What follows belongs to an exercise in optimizing a design on an open flow for a short achievable clock period and few clock cycles per item; a production flow would make more cautious choices. In this exercise RTL edits were held to simulation tests only and were not proved equivalent to the original. Power is estimated from default activity; no workload was simulated.

### design.v
package rv_core_pkg;
    typedef logic [31:0] xlen_t;      
    typedef logic [31:0] inst_t;      
    typedef logic [4:0]  reg_idx_t;   
    localparam int NUM_REGS = 32;
    localparam reg_idx_t ZERO_REG = 5'd0;
    localparam logic [6:0] OPC_OP     = 7'b0110011;   
    localparam logic [6:0] OPC_OP_IMM = 7'b0010011;   
    localparam logic [6:0] OPC_LUI    = 7'b0110111;
    localparam logic [2:0] F3_ADD_SUB = 3'b000;
    localparam logic [2:0] F3_SLL     = 3'b001;
    localparam logic [2:0] F3_SLT     = 3'b010;
    localparam logic [2:0] F3_SLTU    = 3'b011;
    localparam logic [2:0] F3_XOR     = 3'b100;
    localparam logic [2:0] F3_SRL_SRA = 3'b101;
    localparam logic [2:0] F3_OR      = 3'b110;
    localparam logic [2:0] F3_AND     = 3'b111;
    localparam int SEL_ADD  = 0;    
    localparam int SEL_SUB  = 1;
    localparam int SEL_SLL  = 2;
    localparam int SEL_SR   = 3;    
    localparam int SEL_SLT  = 4;
    localparam int SEL_SLTU = 5;
    localparam int SEL_XOR  = 6;
    localparam int SEL_OR   = 7;
    localparam int SEL_AND  = 8;
    localparam int NUM_SEL  = 9;
endpackage
`timescale 1ns/1ns
module rv_decode (
    input  rv_core_pkg::inst_t    inst,
    output logic                  illegal,
    output logic                  writes_rd,    
    output rv_core_pkg::reg_idx_t rd,
    output rv_core_pkg::reg_idx_t rs1,
    output rv_core_pkg::reg_idx_t rs2,
    output logic                  use_rs1,
    output logic                  use_rs2,      
    output rv_core_pkg::xlen_t    imm,
    output logic                  sra,          
    output logic [rv_core_pkg::NUM_SEL-1:0] sel
);
    logic       is_op, is_imm, is_lui;
    logic [2:0] f3;
    logic       alt;
    assign is_op  = inst[6:0] == rv_core_pkg::OPC_OP;
    assign is_imm = inst[6:0] == rv_core_pkg::OPC_OP_IMM;
    assign is_lui = inst[6:0] == rv_core_pkg::OPC_LUI;
    assign f3     = inst[14:12];
    assign alt    = inst[30];
    assign illegal   = !(is_op || is_imm || is_lui);
    assign rd        = inst[11:7];
    assign writes_rd = !illegal && (rd != rv_core_pkg::ZERO_REG);
    assign rs1       = inst[19:15];
    assign rs2       = inst[24:20];
    assign use_rs1   = is_op || is_imm;
    assign use_rs2   = is_op;
    assign imm       = is_lui ? {inst[31:12], 12'b0} : {{20{inst[31]}}, inst[31:20]};
    assign sra       = alt;
    always_comb begin
        sel = '0;
        if (is_lui) begin
            sel[rv_core_pkg::SEL_ADD] = 1'b1;            
        end else begin
            case (f3)
                rv_core_pkg::F3_ADD_SUB: begin
                    if (alt && is_op) sel[rv_core_pkg::SEL_SUB] = 1'b1;
                    else              sel[rv_core_pkg::SEL_ADD] = 1'b1;
                end
                rv_core_pkg::F3_SLL:     sel[rv_core_pkg::SEL_SLL]  = 1'b1;
                rv_core_pkg::F3_SLT:     sel[rv_core_pkg::SEL_SLT]  = 1'b1;
                rv_core_pkg::F3_SLTU:    sel[rv_core_pkg::SEL_SLTU] = 1'b1;
                rv_core_pkg::F3_XOR:     sel[rv_core_pkg::SEL_XOR]  = 1'b1;
                rv_core_pkg::F3_SRL_SRA: sel[rv_core_pkg::SEL_SR]   = 1'b1;
                rv_core_pkg::F3_OR:      sel[rv_core_pkg::SEL_OR]   = 1'b1;
                default:                 sel[rv_core_pkg::SEL_AND]  = 1'b1;
            endcase
        end
    end
endmodule
`timescale 1ns/1ns
module rv_execute (
    input  rv_core_pkg::xlen_t a,
    input  rv_core_pkg::xlen_t b,
    input  logic               sra,
    output rv_core_pkg::xlen_t r_add,
    output rv_core_pkg::xlen_t r_sub,
    output rv_core_pkg::xlen_t r_sll,
    output rv_core_pkg::xlen_t r_sr,
    output logic               r_slt,
    output logic               r_sltu,
    output rv_core_pkg::xlen_t r_xor,
    output rv_core_pkg::xlen_t r_or,
    output rv_core_pkg::xlen_t r_and
);
    logic [32:0] sr_full;
    assign r_add  = a + b;
    assign r_sub  = a - b;
    assign r_sll  = a << b[4:0];
    assign sr_full = $signed({sra & a[31], a}) >>> b[4:0];
    assign r_sr   = sr_full[31:0];
    assign r_slt  = $signed(a) < $signed(b);
    assign r_sltu = a < b;
    assign r_xor  = a ^ b;
    assign r_or   = a | b;
    assign r_and  = a & b;
endmodule
module rv_alu_mux (
    input  logic [rv_core_pkg::NUM_SEL-1:0] g,
    input  rv_core_pkg::xlen_t r_add,
    input  rv_core_pkg::xlen_t r_sub,
    input  rv_core_pkg::xlen_t r_sll,
    input  rv_core_pkg::xlen_t r_sr,
    input  logic               r_slt,
    input  logic               r_sltu,
    input  rv_core_pkg::xlen_t r_xor,
    input  rv_core_pkg::xlen_t r_or,
    input  rv_core_pkg::xlen_t r_and,
    output rv_core_pkg::xlen_t y
);
    assign y = ({32{g[rv_core_pkg::SEL_ADD]}} & r_add)
             | ({32{g[rv_core_pkg::SEL_SUB]}} & r_sub)
             | ({32{g[rv_core_pkg::SEL_SLL]}} & r_sll)
             | ({32{g[rv_core_pkg::SEL_SR]}}  & r_sr)
             | ({32{g[rv_core_pkg::SEL_XOR]}} & r_xor)
             | ({32{g[rv_core_pkg::SEL_OR]}}  & r_or)
             | ({32{g[rv_core_pkg::SEL_AND]}} & r_and)
             | {31'b0, (g[rv_core_pkg::SEL_SLT] & r_slt) | (g[rv_core_pkg::SEL_SLTU] & r_sltu)};
endmodule
`timescale 1ns/1ns
module rv_result (
    input  logic                  clock,
    input  logic                  arst_n,
    input  logic                  we,
    input  rv_core_pkg::reg_idx_t wr_idx,
    input  rv_core_pkg::xlen_t    wr_data,
    input  rv_core_pkg::reg_idx_t rs1_idx,
    input  rv_core_pkg::reg_idx_t rs2_idx,
    output rv_core_pkg::xlen_t    rs1_data,
    output rv_core_pkg::xlen_t    rs2_data
);
    rv_core_pkg::xlen_t rf [0:rv_core_pkg::NUM_REGS-1];
    assign rf[0] = '0;
    for (genvar i = 1; i < rv_core_pkg::NUM_REGS; i++) begin : g_reg
        always_ff @(posedge clock or negedge arst_n) begin
            if (!arst_n)
                rf[i] <= '0;
            else if (we && wr_idx == i)
                rf[i] <= wr_data;
        end
    end
    assign rs1_data = rf[rs1_idx];
    assign rs2_data = rf[rs2_idx];
endmodule
`timescale 1ns/1ns
module rv_core (
    input  logic                  clock,
    input  logic                  arst_n,
    input  logic                  inst_valid,
    input  rv_core_pkg::inst_t    inst,
    input  rv_core_pkg::xlen_t    pc,
    output logic                  credit_return,
    output logic                  commit_valid,
    output rv_core_pkg::reg_idx_t commit_reg_idx,
    output rv_core_pkg::xlen_t    commit_data,
    output rv_core_pkg::xlen_t    commit_npc,
    output logic                  commit_illegal
);
    localparam int NS = rv_core_pkg::NUM_SEL;
    logic               f_valid;
    rv_core_pkg::inst_t f_inst;
    rv_core_pkg::xlen_t f_pc;
    always_ff @(posedge clock or negedge arst_n) begin
        if (!arst_n)
            f_valid <= 1'b0;
        else
            f_valid <= inst_valid;
    end
    always_ff @(posedge clock) begin
        f_inst <= inst;
        f_pc   <= pc;
    end
    assign credit_return = f_valid;
    logic                  d_illegal;
    logic                  d_writes;
    rv_core_pkg::reg_idx_t d_rd;
    rv_core_pkg::reg_idx_t d_rs1;
    rv_core_pkg::reg_idx_t d_rs2;
    logic                  d_use_rs1;
    logic                  d_use_rs2;
    rv_core_pkg::xlen_t    d_imm;
    logic                  d_sra;
    logic [NS-1:0]         d_sel;
    rv_decode rv_decode_i (
        .inst      (f_inst),
        .illegal   (d_illegal),
        .writes_rd (d_writes),
        .rd        (d_rd),
        .rs1       (d_rs1),
        .rs2       (d_rs2),
        .use_rs1   (d_use_rs1),
        .use_rs2   (d_use_rs2),
        .imm       (d_imm),
        .sra       (d_sra),
        .sel       (d_sel)
    );
    logic                  x_valid;
    logic                  x_writes;
    rv_core_pkg::reg_idx_t x_rd;
    logic                  x_illegal;
    rv_core_pkg::xlen_t    x_npc;
    rv_core_pkg::xlen_t    x_a;
    rv_core_pkg::xlen_t    x_b;
    logic                  x_sra;
    logic [NS-1:0]         x_sel;
    logic                  c_writes;
    rv_core_pkg::xlen_t    rf_rs1;
    rv_core_pkg::xlen_t    rf_rs2;
    rv_result rv_result_i (
        .clock    (clock),
        .arst_n   (arst_n),
        .we       (c_writes),
        .wr_idx   (commit_reg_idx),
        .wr_data  (commit_data),
        .rs1_idx  (d_rs1),
        .rs2_idx  (d_rs2),
        .rs1_data (rf_rs1),
        .rs2_data (rf_rs2)
    );
    logic               byp1, byp2;
    rv_core_pkg::xlen_t d_a_old;
    rv_core_pkg::xlen_t d_b_old;
    logic               fwd1, fwd2;
    assign byp1 = c_writes && (commit_reg_idx == d_rs1);
    assign byp2 = c_writes && (commit_reg_idx == d_rs2);
    assign d_a_old = !d_use_rs1 ? '0 : (byp1 ? commit_data : rf_rs1);
    assign d_b_old = !d_use_rs2 ? d_imm : (byp2 ? commit_data : rf_rs2);
    assign fwd1 = x_writes && d_use_rs1 && (x_rd == d_rs1);
    assign fwd2 = x_writes && d_use_rs2 && (x_rd == d_rs2);
    rv_core_pkg::xlen_t r_add, r_sub, r_sll, r_sr, r_xor, r_or, r_and;
    logic               r_slt, r_sltu;
    rv_execute rv_execute_i (
        .a      (x_a),
        .b      (x_b),
        .sra    (x_sra),
        .r_add  (r_add),
        .r_sub  (r_sub),
        .r_sll  (r_sll),
        .r_sr   (r_sr),
        .r_slt  (r_slt),
        .r_sltu (r_sltu),
        .r_xor  (r_xor),
        .r_or   (r_or),
        .r_and  (r_and)
    );
    rv_core_pkg::xlen_t fwd_a, fwd_b, res_c;
    rv_alu_mux mux_a (
        .g (x_sel & {NS{fwd1}}),
        .r_add (r_add), .r_sub (r_sub), .r_sll (r_sll), .r_sr (r_sr),
        .r_slt (r_slt), .r_sltu (r_sltu), .r_xor (r_xor), .r_or (r_or), .r_and (r_and),
        .y (fwd_a)
    );
    rv_alu_mux mux_b (
        .g (x_sel & {NS{fwd2}}),
        .r_add (r_add), .r_sub (r_sub), .r_sll (r_sll), .r_sr (r_sr),
        .r_slt (r_slt), .r_sltu (r_sltu), .r_xor (r_xor), .r_or (r_or), .r_and (r_and),
        .y (fwd_b)
    );
    rv_alu_mux mux_c (
        .g (x_sel & {NS{x_writes}}),
        .r_add (r_add), .r_sub (r_sub), .r_sll (r_sll), .r_sr (r_sr),
        .r_slt (r_slt), .r_sltu (r_sltu), .r_xor (r_xor), .r_or (r_or), .r_and (r_and),
        .y (res_c)
    );
    always_ff @(posedge clock or negedge arst_n) begin
        if (!arst_n) begin
            x_valid      <= 1'b0;
            x_writes     <= 1'b0;
            commit_valid <= 1'b0;
            c_writes     <= 1'b0;
        end else begin
            x_valid      <= f_valid;
            x_writes     <= f_valid && d_writes;
            commit_valid <= x_valid;
            c_writes     <= x_writes;
        end
    end
    always_ff @(posedge clock) begin
        x_rd      <= d_rd;
        x_illegal <= d_illegal;
        x_npc     <= f_pc + 32'd4;
        x_a       <= fwd_a | ({32{!fwd1}} & d_a_old);
        x_b       <= fwd_b | ({32{!fwd2}} & d_b_old);
        x_sra     <= d_sra;
        x_sel     <= d_sel;
        commit_reg_idx <= x_writes ? x_rd : rv_core_pkg::ZERO_REG;
        commit_data    <= res_c;
        commit_npc     <= x_npc;
        commit_illegal <= x_illegal;
    end
endmodule
### run.sh
#!/bin/bash
# synth_recipe.tcl (not shown) runs the flow's synth.tcl, then flattens the netlist and writes it again
# the make line also repeats each setting of config.mk as NAME=value (left out here)
make -C /OpenROAD-flow-scripts/flow DESIGN_CONFIG=/design/flow/config.mk WORK_HOME=/design/flow/orfs CLKGATE_MAP_FILE= SYNTH_SCRIPT=/design/flow/synth_recipe.tcl finish
### config.mk
export PLATFORM = sky130hd
export DESIGN_NAME = rv_core
export DESIGN_NICKNAME = rv_core
export VERILOG_FILES = /design/flow/design.v
export SDC_FILE = /design/flow/constraint.sdc
export NUM_CORES = 4
export LEC_CHECK = 0
export ABC_CLOCK_PERIOD_IN_PS = 2000
export CAP_MARGIN = 20
export CORE_MARGIN = 2
export CORE_UTILIZATION = 30
export PLACE_DENSITY = 0.45
export SETUP_SLACK_MARGIN = 5
export SLEW_MARGIN = 20
export TNS_END_PERCENT = 100
### constraint.sdc
create_clock -name core_clock -period 8.0 [get_ports {clock}]
set_input_delay 1.6000 -clock core_clock [delete_from_list [all_inputs] [get_ports {clock}]]
set_output_delay 1.6000 -clock core_clock [all_outputs]
set_load 0.01 [all_outputs]
==> results.txt <==
largest net degree at the start of global routing=167; Critical Path End Type=register; Crit Path Category=reg2reg; Vias=69,300; clk_skew=0.0549 ns; critical path startpoint category=register; Synth Warn #=4; drt pass-1 iters=10; DIE HEIGHT=481 um; Layout area overhead=33.3%; Slew @ Worst Pin=1.23 ns; ys async rst share=80.2%; Final WS setup=4.69 ns; RSZ-0062 raised after global routing=true; Via density=6.80; Longest Clk Path Bufs=3; period utilization=41.4%; internal power=11.5 mW; Post-Syn Nets=6,726; number of global-route vias before repair=65,600; H-Tree Depth=4; die width=481 um; Port Buffer Count=138; Total Routed Length=442,000 um; die area=231,000 um2; setup violators final=0; GP Congestion=0.988; total track usage=36.5%; TritonCTS Sinks=1,243; TritonCTS clock tree=done; Slew Limit Fails=0; combinational power share=16.1%; Worst Setup SP=f_inst[15]$_DFF_P_; effective utilization at floorplan=30.1%; Synth Area per Inst=10.4 um2; pre-CTS WS=3.02 ns; share of layout cells above drive strength 1=40.8%; top cells by area, synth=dfrtp_1, mux2_2, a22oi_1; worst relative slew slack=17.8%; post-synthesis register bit count=1,243; status=timing/DRC/antenna clean; minimum clock period=3.31 ns; Clk Latency, worst-skew pair=0.84 ns; Net Switching=4.78 mW; Site Rows=175; setup TNS=0 ns; global route overflow=0; final core utilization=40.1%; Worst EP required=8.71 ns; CP endpoint=x_a[8]$_DFF_P_; CP top delay family=simple AND/OR/NAND/NOR gates; Critical-path top delay cell=nor2_4; DRC viols=0; slowest stage delay, CP=0.50 ns; Synth top area share=36.6%; Core Area=227,000 um2; Max-Cap Viols=0; CTS root buffer=clkbuf_16; sequential fraction of the synthesis area=43.8%; antenna-violating nets left=0; Synth top cells by count=mux2_2, dfrtp_1, a22oi_1, nand2_1, clkbuf_1; initial antenna violation count=44; WP buf/inv=4; num ports=139; fmax=302 MHz; Total Power=16.3 mW; critical-path maximum fanout=14; critical path depth in cells=13; first-pass GRT wire length=581,000 um; Mapped Cells=6,559; r2r setup slk=4.69 ns; power density cells=179 nW/um2; hold buffers post-CTS=0; Reg clk slew, reported paths=0.06 ns; Reg2Reg Depth=13; Max IR drop VDD=0.188 mV; DPL Wire Length=251,000 um; Unique masters post-synth=96; drt first-iter violations=11,800; Post-synth top flop=dfrtp_1; Cell Chain, Critical Path=buf_12, or3b_4, buf_12, nor2_4, buf_8, a22oi_2, and4_1, nand4_1, nor4_4, buf_4, o21ai_1, a221oi_2, o21ai_0; leading area contributor after synthesis=dfrtp_1; Post-Syn Area=68,200 um2; end of the worst register-to-register path=x_a[8]$_DFF_P_; Final Hold Vio Count=0; Avg WL per Cell=43.3 um; count leader, synth=mux2_2; hold depth=0; reg-to-reg startpoint=f_inst[15]$_DFF_P_; Critical Path AT=4.02 ns; sw frac=29.3%; Hold Slack=0.324 ns; clock power share=44.3%; Num CTS Buffers=149; min-delay worst type=reg2reg; CP most frequent cell=buf_12; nets@finish=7,217; number of flops mapped to enable cells by yosys=0; Pleak=39.6 nW; sequential share of power=39.6%
metrics by stage:
step	instances	instance area (um2)
4_1_cts	10000	87100
6_report	10200	90900
3_3_place_gp	9333	73600
3_5_place_dp	9333	73600
5_1_grt	10200	90900
2_1_floorplan	6559	68400
registers in the layout, summed over array words and instances (netlist names), 5 cells and up:
signal / flops
x_a: 32
commit_npc: 32
commit_reg_idx: 5
x_b: 32
x_npc: 32
rv_result_i.rf: 992
x_sel: 9
commit_data: 32
f_pc: 32
x_rd: 5
f_inst: 32
cell type report:
type | count | area (um2)
inverters | 109 | 480
flip-flops and latches | 1243 | 30200
clock inverters | 54 | 684
repair buffers | 944 | 11200
well taps | 3009 | 3760
clock buffers | 214 | 4430
fillers | 21800 | 136000
multi-input cells | 4603 | 40200
diodes | 22 | 55.1
routing by layer:
layer,vias up,wire (um),GRT usage (%)
li1,26100,-,-
met1,35100,158000,43.3
met2,6036,182000,52.5
met3,2108,59500,15.0
met4,32,42100,27.0
met5,-,395,0.373
how the worst min path moves through the flow:
stage                      start                     end  slack, ns
3_3_place_gp     f_pc[0]$_DFF_P_        x_npc[0]$_DFF_P_       0.31
6_report       x_npc[24]$_DFF_P_  commit_npc[24]$_DFF_P_       0.32
3_5_place_dp    x_npc[8]$_DFF_P_   commit_npc[8]$_DFF_P_       0.31
2_1_floorplan  x_illegal$_DFF_P_  commit_illegal$_DFF_P_       0.31
5_1_grt        x_npc[15]$_DFF_P_  commit_npc[15]$_DFF_P_       0.33
4_1_cts        x_npc[24]$_DFF_P_  commit_npc[24]$_DFF_P_       0.33
power groups by stage:
stage               clock network [mW]  registers [mW]  logic, mW
global route                      7.53            6.46       2.69
global placement                     0            6.61       1.81
floorplan                            0            6.53       1.08
CTS                               7.28            6.45       2.32
detailed placement                   0            6.61       1.80
finish                            7.23            6.46       2.62
cells in the final DEF, fill, tap and decap left out, types with 66 or more instances in the layout:
| cell | n |
|---|---|
| mux2_2 | 1023 |
| buf_4 | 466 |
| clkbuf_16 | 171 |
| o21ai_0 | 160 |
| a22oi_2 | 66 |
| buf_6 | 138 |
| dfxtp_1 | 163 |
| and3_1 | 98 |
| nor2_4 | 72 |
| buf_12 | 147 |
| dfrtp_1 | 997 |
| nor2_1 | 235 |
| nand3_1 | 135 |
| nand2_1 | 403 |
| nand4_1 | 113 |
| a21oi_1 | 137 |
| dfxtp_4 | 70 |
| inv_1 | 88 |
| a22oi_1 | 749 |
logic make-up (layout without fill, tap and decap cells):
kind of cell | Yosys count | count (layout) | synth area share [%]
AO/OA/AOI/OAI | 1873 | 1873 | 20.0
AND/OR/NAND/NOR | 1410 | 1413 | 10.0
flip-flops | 1243 | 1243 | 43.8
multiplexers | 1127 | 1127 | 19.0
buffers and inverters | 716 | 1321 | 4.17
adder cells (fa/ha/maj) | 100 | 100 | 1.86
XOR/XNOR | 90 | 90 | 1.16
other | 0 | 22 | 0
timing repair:
action | in CTS | in global routing
resized for setup | 1221 | 441
setup buffers | 363 | 155
pin swaps | 201 | 236
endpoints found under the setup margin | 578 | 184
hold endpoints to repair | 0 | 0
gates cloned | 44 | 13
Testbench counts, summed over its fixed seeds: cycles 8,024, items 8,000.

re-timing with driven ports:
How much do the figures lean on ideal ports? The routed layout below was timed once more, with nothing changed but the port constraints. Step 1 (the two cells are an assumption about what drives the block):
set clk [get_ports {clock}]
set_driving_cell -lib_cell sky130_fd_sc_hd__clkbuf_16 $clk
set_driving_cell -lib_cell sky130_fd_sc_hd__buf_2 [delete_from_list [all_inputs] $clk]
Step 2 also shifts input and output timing later by t, the mid clock arrival at the registers, as if the neighbouring blocks saw the same clock. Three values: no drivers, after step 1, after step 2; two values: the first two.
t (ns): 0.923
slack for setup (ns): 4.689 / 4.689 / 4.417
worst setup path at the end: input, reset recovery
latest minus earliest clock arrival (ns): 0.063 / 0.063
After both steps this run still meets setup and hold. The setup slack of this run moves by 0.000 ns with the drivers and by -0.272 ns with both steps. The worst setup slack also covers recovery checks on asynchronous resets.
